Source: an optimization exercise on an open RTL-to-GDS flow (aim: small area, a short achievable clock period and few clock cycles). Production flows keep margins and buffers that such runs may drop. Only simulation tests tie the RTL to the original design; equivalence was not proved. Power and IR drop assume default switching activity.

--- run.sh ---
#!/bin/bash
# synth_recipe.tcl (not shown) runs the flow's synth.tcl, then flattens the netlist and writes it again
# the make line also repeats each setting of config.mk as NAME=value (left out here)
make -C /OpenROAD-flow-scripts/flow DESIGN_CONFIG=/design/flow/config.mk WORK_HOME=/design/flow/orfs CLKGATE_MAP_FILE= SYNTH_SCRIPT=/design/flow/synth_recipe.tcl finish
--- config.mk ---
export PLATFORM = sky130hd
export DESIGN_NAME = indel_edit_distance_traceback
export DESIGN_NICKNAME = indel_edit_distance_traceback
export VERILOG_FILES = /design/flow/design.v
export SDC_FILE = /design/flow/constraint.sdc
export NUM_CORES = 4
export LEC_CHECK = 0
export CAP_MARGIN = 20
export CORE_MARGIN = 2
export CORE_UTILIZATION = 60
export CTS_CLUSTER_DIAMETER = 80
export CTS_CLUSTER_SIZE = 30
export PLACE_DENSITY = 0.7
export SETUP_SLACK_MARGIN = 4.4
export SLEW_MARGIN = 20
--- constraint.sdc ---
create_clock -name core_clock -period 7.0 [get_ports {clk}]
set_input_delay 1.4000 -clock core_clock [delete_from_list [all_inputs] [get_ports {clk}]]
set_output_delay 1.4000 -clock core_clock [all_outputs]
set_load 0.01 [all_outputs]
--- design.v ---
package edt_pkg;
  localparam int MAX_LEN_DEF = 16;
  localparam logic REG_BASE_LEN   = 1'b0;
  localparam logic REG_TARGET_LEN = 1'b1;
  localparam logic [1:0] KIND_MATCH  = 2'd0;
  localparam logic [1:0] KIND_INSERT = 2'd1;
  localparam logic [1:0] KIND_REMOVE = 2'd2;
  typedef enum logic [1:0] {
    FS_IDLE,
    FS_RUN,
    FS_DONE
  } fstate_t;
endpackage
module edt_cell #(
  parameter int MAX_LEN = edt_pkg::MAX_LEN_DEF
) (
  input  logic [MAX_LEN-1:0] v_in,
  input  logic [MAX_LEN-1:0] m,
  output logic [MAX_LEN-1:0] v_out,
  output logic               lcs_inc
);
  localparam int LV = $clog2(MAX_LEN);
  logic [MAX_LEN-1:0] g [LV+1];
  logic [MAX_LEN-1:0] p [LV+1];
  logic [MAX_LEN-1:0] hs, c;
  always_comb begin
    g[0] = v_in & m;
    p[0] = v_in & ~m;
    for (int l = 0; l < LV; l++) begin
      for (int i = 0; i < MAX_LEN; i++) begin
        if (i >= (1 << l)) begin
          g[l+1][i] = g[l][i] | (p[l][i] & g[l][i-(1<<l)]);
          p[l+1][i] = p[l][i] & p[l][i-(1<<l)];
        end else begin
          g[l+1][i] = g[l][i];
          p[l+1][i] = p[l][i];
        end
      end
    end
    c       = {g[LV][MAX_LEN-2:0], 1'b0};
    hs      = p[0] ^ c;          
    v_out   = hs | p[0];
    lcs_inc = g[LV][MAX_LEN-1];
  end
endmodule
module indel_edit_distance_traceback #(
  parameter int MAX_LEN = edt_pkg::MAX_LEN_DEF
) (
  input  logic         clk,
  input  logic         rst,
  input  logic         cfg_we,
  input  logic         cfg_index,
  input  logic [4:0]   cfg_data,
  input  logic         load_valid,
  output logic         load_ready,
  input  logic [3:0]   load_position,
  input  logic [7:0]   load_base_symbol,
  input  logic [7:0]   load_target_symbol,
  input  logic         load_last_load,
  output logic         result_valid,
  input  logic         result_ready,
  output logic [1:0]   result_op_kind,
  output logic [7:0]   result_op_symbol,
  output logic signed [4:0] result_base_index,
  output logic [5:0]   result_distance,
  output logic         result_last_op
);
  logic [4:0]  base_length, target_length;
  logic [4:0]  blen_eff, tlen_eff;
  logic [15:0] tmask, cfg_mask;    
  assign blen_eff = (base_length > 5'd16) ? 5'd16 : base_length;
  assign tlen_eff = (target_length > 5'd16) ? 5'd16 : target_length;
  always_ff @(posedge clk) begin
    if (rst) begin
      base_length   <= 5'd15;
      target_length <= 5'd15;
      tmask         <= 16'h7fff;
    end else if (cfg_we) begin
      if (cfg_index == edt_pkg::REG_TARGET_LEN) begin
        target_length <= cfg_data;
        tmask         <= cfg_mask;
      end else begin
        base_length <= cfg_data;
      end
    end
  end
  always_comb begin
    for (int i = 0; i < 16; i++) cfg_mask[i] = (5'(i) < cfg_data);
  end
  logic             ready_q;
  logic [15:0][7:0] bstore, tstore;
  logic             ps_v;            
  logic [4:0]       ps_b, ps_t;
  logic             wb_v;            
  logic [3:0]       wb_p;
  logic [7:0]       wb_t;
  logic             f_busy, f_av, f_mv, f_wv, f_par, f_e11, f_more, f_lr, f_rok, f_incq, f_fv;
  logic [4:0]       f_b, f_t, f_r;
  logic [3:0]       f_ws;
  logic [15:0]      f_rp;            
  logic [15:0]      f_v, f_mq, f_uv;
  logic [7:0]       f_ya, f_sq, f_ls, f_bl;
  logic [5:0]       f_d;
  logic [15:0][7:0] f_base;
  logic [15:0][15:0] ring_v;
  logic [15:0][7:0]  ring_t;
  logic             t_act, t_par, t_e11;
  logic [4:0]       t_x, t_y;
  logic [15:0]      t_soh, t_yoh;    
  logic [5:0]       t_dist;
  logic             t_fv, t_fi;      
  logic [15:0]      t_r0;            
  logic [7:0]       t_t0, t_b0;      
  logic [15:0][7:0] t_base;
  logic             f_start, xfer, tr_free, emit_fire, dx;
  logic             sk_v, sk_last;
  logic [1:0]       sk_kind;
  logic [7:0]       sk_sym;
  logic [4:0]       sk_idx;
  logic [5:0]       sk_dist;
  logic        load_fire, start, ld_unsafe, wb_unsafe, wb_drain, wb_v_n;
  logic [15:0] ld_dec, wb_dec, tw_en;
  assign load_ready = ready_q;
  assign load_fire  = load_valid && ready_q;
  assign start      = load_fire && load_last_load;
  always_comb begin
    for (int i = 0; i < 16; i++) begin
      ld_dec[i] = (load_position == 4'(i));
      wb_dec[i] = (wb_p == 4'(i));
    end
  end
  assign ld_unsafe = |(ld_dec & tmask & f_uv);
  assign wb_unsafe = |(wb_dec & f_uv);
  assign wb_drain  = wb_v && (!wb_unsafe || f_start);
  assign wb_v_n    = wb_v ? !wb_drain : (load_fire && ld_unsafe);
  always_comb begin
    for (int i = 0; i < 16; i++) begin
      tw_en[i] = wb_v ? (wb_dec[i] && wb_drain)
                      : (load_fire && ld_dec[i] && tmask[i] && !f_uv[i]);
    end
  end
  always_ff @(posedge clk) begin
    for (int i = 0; i < 16; i++) begin
      if (load_fire && ({1'b0, load_position} < base_length) && ld_dec[i]) begin
        bstore[i] <= load_base_symbol;
      end
      if (tw_en[i]) begin
        tstore[i] <= wb_v ? wb_t : load_target_symbol;
      end
    end
    if (!wb_v) begin
      wb_p <= load_position;
      wb_t <= load_target_symbol;
    end
    if (start) begin
      ps_b <= blen_eff;
      ps_t <= tlen_eff;
    end
  end
  logic [15:0] f_m, f_vn, f_bdec;
  logic [7:0]  f_sym, f_blc;
  logic        f_inc, f_step, f_done, a_load, m_load;
  logic [3:0]  f_slot;
  logic [5:0]  f_dn;
  logic [5:0]  f_rt;
  assign f_rt = 6'(f_r) + 6'(t_x);
  always_comb begin
    f_sym = '0;
    for (int i = 0; i < 16; i++) f_sym = f_sym | (tstore[i] & {8{f_rp[i]}});
  end
  always_comb begin
    for (int i = 0; i < 16; i++) f_m[i] = (5'(i) < f_b) && (f_base[i] == f_ya);
  end
  edt_cell #(.MAX_LEN(16)) u_row (
    .v_in   (f_v),
    .m      (f_mq),
    .v_out  (f_vn),
    .lcs_inc(f_inc)
  );
  assign f_dn    = f_incq ? (f_d - 6'd1) : (f_d + 6'd1);    
  assign f_step  = f_busy && f_mv && f_more && f_rok;
  assign f_done  = f_busy && f_mv && (!f_more || (f_step && f_lr));
  assign m_load  = f_busy && f_av && (!f_mv || f_step);
  assign a_load  = f_busy && (!f_av || m_load);
  assign f_slot  = f_r[3:0] ^ {4{f_par}};
  assign xfer    = f_done && tr_free;
  assign f_start = ps_v && (!f_busy || xfer);
  always_comb begin
    f_blc = '0;
    for (int i = 0; i < 16; i++) begin
      f_bdec[i] = ((f_b[3:0] - 4'd1) == 4'(i));
      f_blc     = f_blc | (f_base[i] & {8{f_bdec[i]}});
    end
  end
  always_ff @(posedge clk) begin
    if (rst) begin
      f_busy <= 1'b0;
      f_par  <= 1'b0;
      ps_v   <= 1'b0;
      wb_v   <= 1'b0;
      f_wv   <= 1'b0;
      f_uv   <= '0;
    end else begin
      if (f_start) f_busy <= 1'b1;
      else if (xfer) f_busy <= 1'b0;
      if (f_start) f_par <= ~f_par;
      if (start) ps_v <= 1'b1;
      else if (f_start) ps_v <= 1'b0;
      wb_v <= wb_v_n;
      f_wv <= f_step;
      if (f_start) begin
        for (int i = 1; i < 16; i++) f_uv[i] <= (5'(i) < ps_t);
        f_uv[0] <= 1'b0;
      end else if (a_load) begin
        f_uv <= f_uv & ~f_rp;
      end else if (!f_busy) begin
        f_uv <= '0;
      end
    end
  end
  always_ff @(posedge clk) begin
    if (rst) begin
      ready_q <= 1'b1;
    end else begin
      ready_q <= !(wb_v_n || start || (ps_v && !f_start));
    end
  end
  always_ff @(posedge clk) begin
    if (f_start) begin
      f_b    <= ps_b;
      f_t    <= ps_t;
      f_r    <= '0;
      f_rp   <= 16'd2;
      f_ya   <= (wb_v && wb_dec[0]) ? wb_t : tstore[0];
      f_av   <= 1'b1;
      f_mv   <= 1'b0;
      f_v    <= '1;
      f_d    <= 6'(ps_b);
      f_more <= (ps_t != '0);
      f_lr   <= (ps_t == 5'd1);
      f_base <= bstore;
    end else begin
      if (a_load) begin
        f_ya <= f_sym;
        f_rp <= {f_rp[14:0], f_rp[15]};
        f_av <= 1'b1;
      end
      if (m_load) begin
        f_mq <= f_m;
        f_sq <= f_ya;
        f_mv <= 1'b1;
      end
      if (!f_mv) f_bl <= f_blc;
      if (f_step) begin
        f_r    <= f_r + 5'd1;
        f_v    <= f_vn;
        f_ls   <= f_sq;
        f_more <= !f_lr;
        f_lr   <= ((f_r + 5'd2) == f_t);
        if (f_r == '0) f_e11 <= f_mq[0];
      end
    end
    if (!f_start && f_fv) f_d <= f_dn;
    f_fv   <= f_step && !f_start;
    f_incq <= f_inc;
    case ({f_step, emit_fire && dx})
      2'b10:   f_rok <= !t_act || (f_rt <= 6'd15);
      2'b01:   f_rok <= !t_act || (f_rt <= 6'd17);
      default: f_rok <= !t_act || (f_rt <= 6'd16);
    endcase
    f_ws <= f_slot;
    for (int i = 0; i < 16; i++) begin
      if (f_wv && (f_ws == 4'(i))) begin
        ring_v[i] <= f_v;
        ring_t[i] <= f_ls;
      end
    end
  end
  logic [15:0] soh_n, yoh_n, r_n;
  logic [7:0]  t_n, b_n, sym;
  logic        t_hb, eq, xz, yz, x1, y1, dy, t_last;
  logic [1:0]  kind;
  logic [5:0]  t_dc;
  assign t_dc = t_fv ? (t_fi ? (t_dist - 6'd1) : (t_dist + 6'd1)) : t_dist;
  assign soh_n = t_par ? {t_soh[14:0], t_soh[15]} : {t_soh[0], t_soh[15:1]};    
  assign yoh_n = {1'b0, t_yoh[15:1]};
  always_comb begin
    r_n = '0;
    t_n = '0;
    b_n = '0;
    for (int i = 0; i < 16; i++) begin
      r_n = r_n | (ring_v[i] & {16{t_soh[i]}});
      t_n = t_n | (ring_t[i] & {8{t_soh[i]}});
      b_n = b_n | (t_base[i] & {8{yoh_n[i]}});
    end
  end
  assign t_hb = |(t_r0 & t_yoh);
  assign eq   = (t_t0 == t_b0);
  assign xz   = (t_x == 5'd0);
  assign yz   = (t_y == 5'd0);
  assign x1   = (t_x == 5'd1);
  assign y1   = (t_y == 5'd1);
  always_comb begin
    dx   = 1'b0;
    dy   = 1'b0;
    kind = edt_pkg::KIND_REMOVE;
    if (yz) begin
      dx = 1'b1;
    end else if (xz) begin
      kind = edt_pkg::KIND_INSERT;
      dy   = 1'b1;
    end else if (eq) begin
      kind = edt_pkg::KIND_MATCH;
      dx   = 1'b1;
      dy   = 1'b1;
    end else if (t_hb) begin
      kind = edt_pkg::KIND_INSERT;
      dy   = 1'b1;
    end else begin
      dx = 1'b1;
    end
  end
  assign sym = (kind == edt_pkg::KIND_INSERT) ? t_b0 : t_t0;
  assign t_last    = (yz && x1) || (xz && y1) || (x1 && y1 && t_e11);
  assign emit_fire = t_act && !sk_v;
  assign tr_free   = !t_act || (emit_fire && t_last);
  always_ff @(posedge clk) begin
    if (rst) begin
      t_act <= 1'b0;
    end else if (xfer) begin
      t_act <= (f_b != '0) || (f_t != '0);
    end else if (emit_fire && t_last) begin
      t_act <= 1'b0;
    end
  end
  always_ff @(posedge clk) begin
    if (xfer) begin
      t_x    <= f_t;
      t_y    <= f_b;
      t_par  <= f_par;
      t_dist <= f_fv ? f_dn : f_d;
      t_fv   <= f_step;
      t_fi   <= f_inc;
      t_base <= f_base;
      t_r0   <= f_step ? f_vn : f_v;
      t_t0   <= f_step ? f_sq : f_ls;
      t_b0   <= f_bl;
      t_e11  <= (f_r == '0) ? f_mq[0] : f_e11;
      for (int i = 0; i < 16; i++) begin
        t_soh[i] <= (((f_t[3:0] - 4'd2) ^ {4{f_par}}) == 4'(i));
        t_yoh[i] <= ((f_b[3:0] - 4'd1) == 4'(i));
      end
    end else begin
      t_dist <= t_dc;
      t_fv   <= 1'b0;
    end
    if (!xfer && emit_fire) begin
      if (dx) begin
        t_x   <= t_x - 5'd1;
        t_soh <= soh_n;
        t_r0  <= r_n;
        t_t0  <= t_n;
      end
      if (dy) begin
        t_y   <= t_y - 5'd1;
        t_yoh <= yoh_n;
        t_b0  <= b_n;
      end
    end
  end
  logic out_free;
  assign out_free = !result_valid || result_ready;
  always_ff @(posedge clk) begin
    if (rst) begin
      result_valid <= 1'b0;
      sk_v         <= 1'b0;
    end else begin
      if (out_free) result_valid <= sk_v || emit_fire;
      if (out_free) sk_v <= 1'b0;
      else if (emit_fire) sk_v <= 1'b1;
    end
  end
  always_ff @(posedge clk) begin
    if (out_free) begin
      if (sk_v) begin
        result_op_kind    <= sk_kind;
        result_op_symbol  <= sk_sym;
        result_base_index <= sk_idx;
        result_distance   <= sk_dist;
        result_last_op    <= sk_last;
      end else if (emit_fire) begin
        result_op_kind    <= kind;
        result_op_symbol  <= sym;
        result_base_index <= t_y - 5'd1;
        result_distance   <= t_dc;
        result_last_op    <= t_last;
      end
    end else if (emit_fire) begin
      sk_kind <= kind;
      sk_sym  <= sym;
      sk_idx  <= t_y - 5'd1;
      sk_dist <= t_dc;
      sk_last <= t_last;
    end
  end
endmodule
==> run summary <==
==> routing by layer <==
metal / track usage (%) / share of wire (%) / vias up
met5: 0 / 0.018 / -
met4: 8.70 / 2.8 / 4
met3: 7.38 / 12 / 233
met2: 51.2 / 45 / 1964
met1: 50.8 / 40 / 15325
li1: - / - / 12702
==> synthesized netlist by cell type, drive strengths merged (7+ instances only) <==
master  number  area [um2]
nand3       62         315
o31ai        7        52.6
a21o        18         135
o32ai       10        87.6
o22ai        8        50.1
nand2      199         752
or3         13        81.3
a221oi     148        1460
clkbuf     160         602
and3        18         113
edfxtp    1016       30500
nor3b       19         148
o211ai      34         260
ha          26         325
mux2i       62         621
a21oi       63         323
a22o       138        1210
nand3b      12        90.1
inv         53         199
a222oi      16         160
nor2b       17         106
a32oi       18         158
a22oi       97         742
a211oi      19         155
or2         12        75.1
nand2b      16         100
xnor2      133        1160
dfxtp      184        3680
o311ai      21         289
nor4        35         219
buf         55         320
mux2        49         552
nand4       76         475
nor3        32         171
nor2       131         492
o21ai       79         407
and2        16         100
a31oi       22         144
xor2        39         342
==> per-stage QoR <==
stage	worst slack (ns)	hold slack, ns	utilization (%)	instance area, um2
6_report	4.29	0.428	66.8	52800
5_1_grt	4.25	0.435	66.8	52800
4_1_cts	4.18	0.429	66.3	52400
3_5_place_dp	2.76	0.405	62.9	49700
3_3_place_gp	2.75	0.402	62.9	49700
2_1_floorplan	4.05	0.400	-	48300
==> cell usage in the layout, fill, tap and decap left out, types with 20 or more instances in the layout <==
cell	Yosys	routed
xnor2_1	133	133
nor4_1	35	34
clkdlybuf4s50_1	0	24
buf_2	19	26
dfxtp_1	184	134
xor2_1	39	39
buf_12	0	22
a31oi_1	21	20
clkbuf_16	0	51
nand3_1	61	58
o211ai_1	33	33
nor2_1	131	93
dfxtp_2	0	43
mux2_2	49	49
inv_1	50	46
a221oi_1	122	121
a22o_1	138	138
a21oi_1	61	59
edfxtp_1	1016	1016
o21ai_0	75	72
buf_4	12	85
nand2_1	197	189
a221oi_2	26	26
ha_1	26	20
nand4_1	76	76
nor2_4	0	20
mux2i_1	62	62
nor3_1	31	25
clkbuf_1	159	22
a22oi_1	96	96
==> state kept, by name, indices dropped and copies added, names as in the netlist, 16 cells and up <==
| signal | count |
|---|---|
| f_mq | 16 |
| ring_t | 128 |
| ring_v | 256 |
| t_r0 | 16 |
| f_base | 128 |
| tstore | 128 |
| f_rp | 16 |
| bstore | 128 |
| f_uv | 16 |
| t_soh | 16 |
| t_base | 120 |
| f_v | 16 |
| t_yoh | 16 |
| tmask | 16 |
==> cell type report <==
type | instances | area, um2
multi-input cells | 1739 | 13400
well taps | 1050 | 1310
clock buffers | 74 | 1370
flip-flops and latches | 1200 | 34300
repair buffers | 178 | 1890
fillers | 5425 | 26200
repair inverters | 3 | 25.0
clock inverters | 21 | 265
inverters | 53 | 238
==> final timing paths <==
kind	cells after the start	endpoint
min reg2reg	0	f_base[67]$_DFFE_PP_
min	0	f_base[67]$_DFFE_PP_
max	11	f_rok$_DFF_P_
max reg2reg	11	f_rok$_DFF_P_
==> kinds of logic (layout without fill, tap and decap cells) <==
| logic type | Yosys count | in the layout |
|---|---|---|
| AOI/OAI and AO/OA | 747 | 748 |
| xor gates and xnor gates | 172 | 172 |
| adders and majority gates | 29 | 29 |
| buffers and inverters | 268 | 329 |
| DFF | 1200 | 1200 |
| muxes | 111 | 111 |
| and+or+nand+nor | 679 | 679 |
==> worst max-delay path: cells and delay by family, from the launching register on <==
family | cells | cell delay, ns
simple gates | 2 | 0.58
compound gates | 6 | 1.10
buf+inv | 2 | 0.28
fa+ha+maj | 1 | 0.22
flops | 1 | 0.43
==> timing repair <==
| action | 4_1_cts | 5_1_grt |
|---|---|---|
| setup buffers | 36 | 29 |
| pin swaps | 29 | 17 |
| cloned | 12 | 0 |
| endpoints found under the setup margin | 781 | 349 |
| gates resized for setup | 219 | 63 |
| hold buffers | 0 | 0 |
==> where the power goes <==
part | switching [mW] | internal, mW
clock | 2.25 | 1.47
sequential | 1.14 | 8.32
combinational | 1.89 | 1.63
==> results.py <==
metrics = {
    "synth": {
        "synth-compound-area-share_pct": 12.7,
        "syn_nets": 3267,
        "synthMuxAreaShare_pct": 2.45,
        "ys_ff_latch": 1200,
        "synth_fa_ha_area_share_pct": 0.805,
        "synth-xor-area-share_pct": 3.15,
        "synth_simple_gate_area_share_pct": 7.18,
        "seq_area_frac_synth_pct": 71.4,
        "synth_top_family_by_area": "compound AO/OA/AOI/OAI gates",
        "synthesis.area_um2": 47900,
        "synthArstFlopShare_pct": 0,
        "ys_types": 93,
        "ys_warn_count": 4,
        "synth_edf_count": 1016,
        "synth_cells": 3206,
        "syn_area_per_cell_um2": 14.9,
        "synth_ff_type": "edfxtp_1",
    },
    "placement": {
        "gp_congestion": 1.02,
        "io_buffers": 55,
        "dp_hpwl_mm": 90.8,
        "dp.cells": 4146,
    },
    "flow_run": {
        "cap_violations": 0,
    },
    "timing": {
        "finalSetupViolCount": 0,
        "relSlewSlack_pct": 31.0,
        "fin_crit_ns": 2.71,
        "setup_tns_ns": 0,
        "finalClockSkew_ns": 0.0367,
        "tightest_slew_ns": 1.03,
        "fmax_mhz": 369,
        "rsz0062_at_grt": "yes",
        "hold_violations": 0,
        "maxSlewViolCount": 0,
        "period_share_pct": 38.7,
    },
    "setup_path": {
        "crit_fanout": 11,
        "critPathKind": "reg2reg",
        "crit_path_max_incr_delay_ns": 0.43,
        "r2r_slack_ns": 4.29,
        "start_kind": "flop",
        "startpoint": "t_yoh[9]$_DFF_P_",
        "crit_path_cell_trace": "a22o_1 -> a221oi_2 -> and4_4 -> a211oi_4 -> buf_12 -> or2_4 -> inv_2 -> ha_4 -> a21oi_2 -> a31oi_1 -> o41ai_2",
        "crit_required_ns": 7.58,
        "worstSetupEndpointType": "flop",
        "cp.arrival_ns": 3.29,
        "cp_slowest_cell": "dfxtp_2",
        "rr_startpoint": "t_yoh[9]$_DFF_P_",
    },
    "layout": {
        "nets": 3287,
        "syn2layout_area_growth_pct": 10.3,
        "diodes": 0,
        "stdcell_count": 4318,
        "drive_gt1_share_pct": 15.4,
    },
    "clock_tree": {
        "cts.path.max_buffers": 3,
        "cts_tree": "built",
        "cts_root_buf": "clkbuf_16",
        "cts-htree-levels": 2,
        "clk_latency_ns": 0.68,
        "numCtsBuffers": 51,
        "cts.clk_slew.worst_paths_ns": 0.11,
        "clock-sinks": 1200,
    },
    "drt": {
        "vias": 30228,
        "firstDrtPassIters": 7,
        "postRouteAntennaNets": 0,
        "avgViaCountPerCell": 7.00,
        "post-route-drc-count": 0,
        "drt_wl_total_mm": 141,
        "drt-initial-drc-count": 4463,
        "wire_per_inst_um": 32.7,
    },
    "worst_hold_path": {
        "hp-class": "reg2reg",
        "hold_start": "bstore[67]$_DFFE_PP_",
    },
    "floorplan": {
        "fp.dieW_um": 286,
        "initial_core_util_pct": 60.6,
        "dieArea_um2": 82100,
        "io_pins": 56,
        "die_h_um": 286,
        "coreArea_um2": 79000,
        "rows": 103,
    },
    "power": {
        "power.density_nw_per_um2": 316,
        "irDropWorstVdd_v": 0.000270,
        "leakage_nw": 16.7,
        "power_mw": 16.7,
    },
    "global_routing": {
        "grt_use_total_pct": 34.0,
        "grt_max_degree": 92,
        "grt_pass1_wl_mm": 200,
        "antenna_found_initial": 3,
        "overflow": 0,
        "grt_pass1_vias": 28359,
    },
    "outcome": {
        "status": "timing/DRC/antenna clean",
    },
}
Testbench counts, summed over its fixed seeds: cycles 23,307.

[what the ideal ports hide]
Ports are ideal in the flow. The routed layout listed here was re-timed in OpenROAD.
Step 1 (the two cells are an assumption about what drives the block):
set clk [get_ports {clk}]
set_driving_cell -lib_cell sky130_fd_sc_hd__clkbuf_16 $clk
set_driving_cell -lib_cell sky130_fd_sc_hd__buf_2 [delete_from_list [all_inputs] $clk]
Step 2 also shifts input and output timing later by t, the mid clock arrival at the registers, as if the neighbouring blocks saw the same clock.
a / b / c = ideal / step 1 / step 2; a / b = the first two.
shift t [ns]: 0.728
setup slack, ns: 4.293 / 4.233 / 3.768
clock arrival spread, ns: 0.037 / 0.037
worst slew at a driven data input, ns: 0.07
After both steps this run still meets setup and hold. For this run, drivers alone change the setup slack by -0.060 ns; drivers and shift together by -0.525 ns.
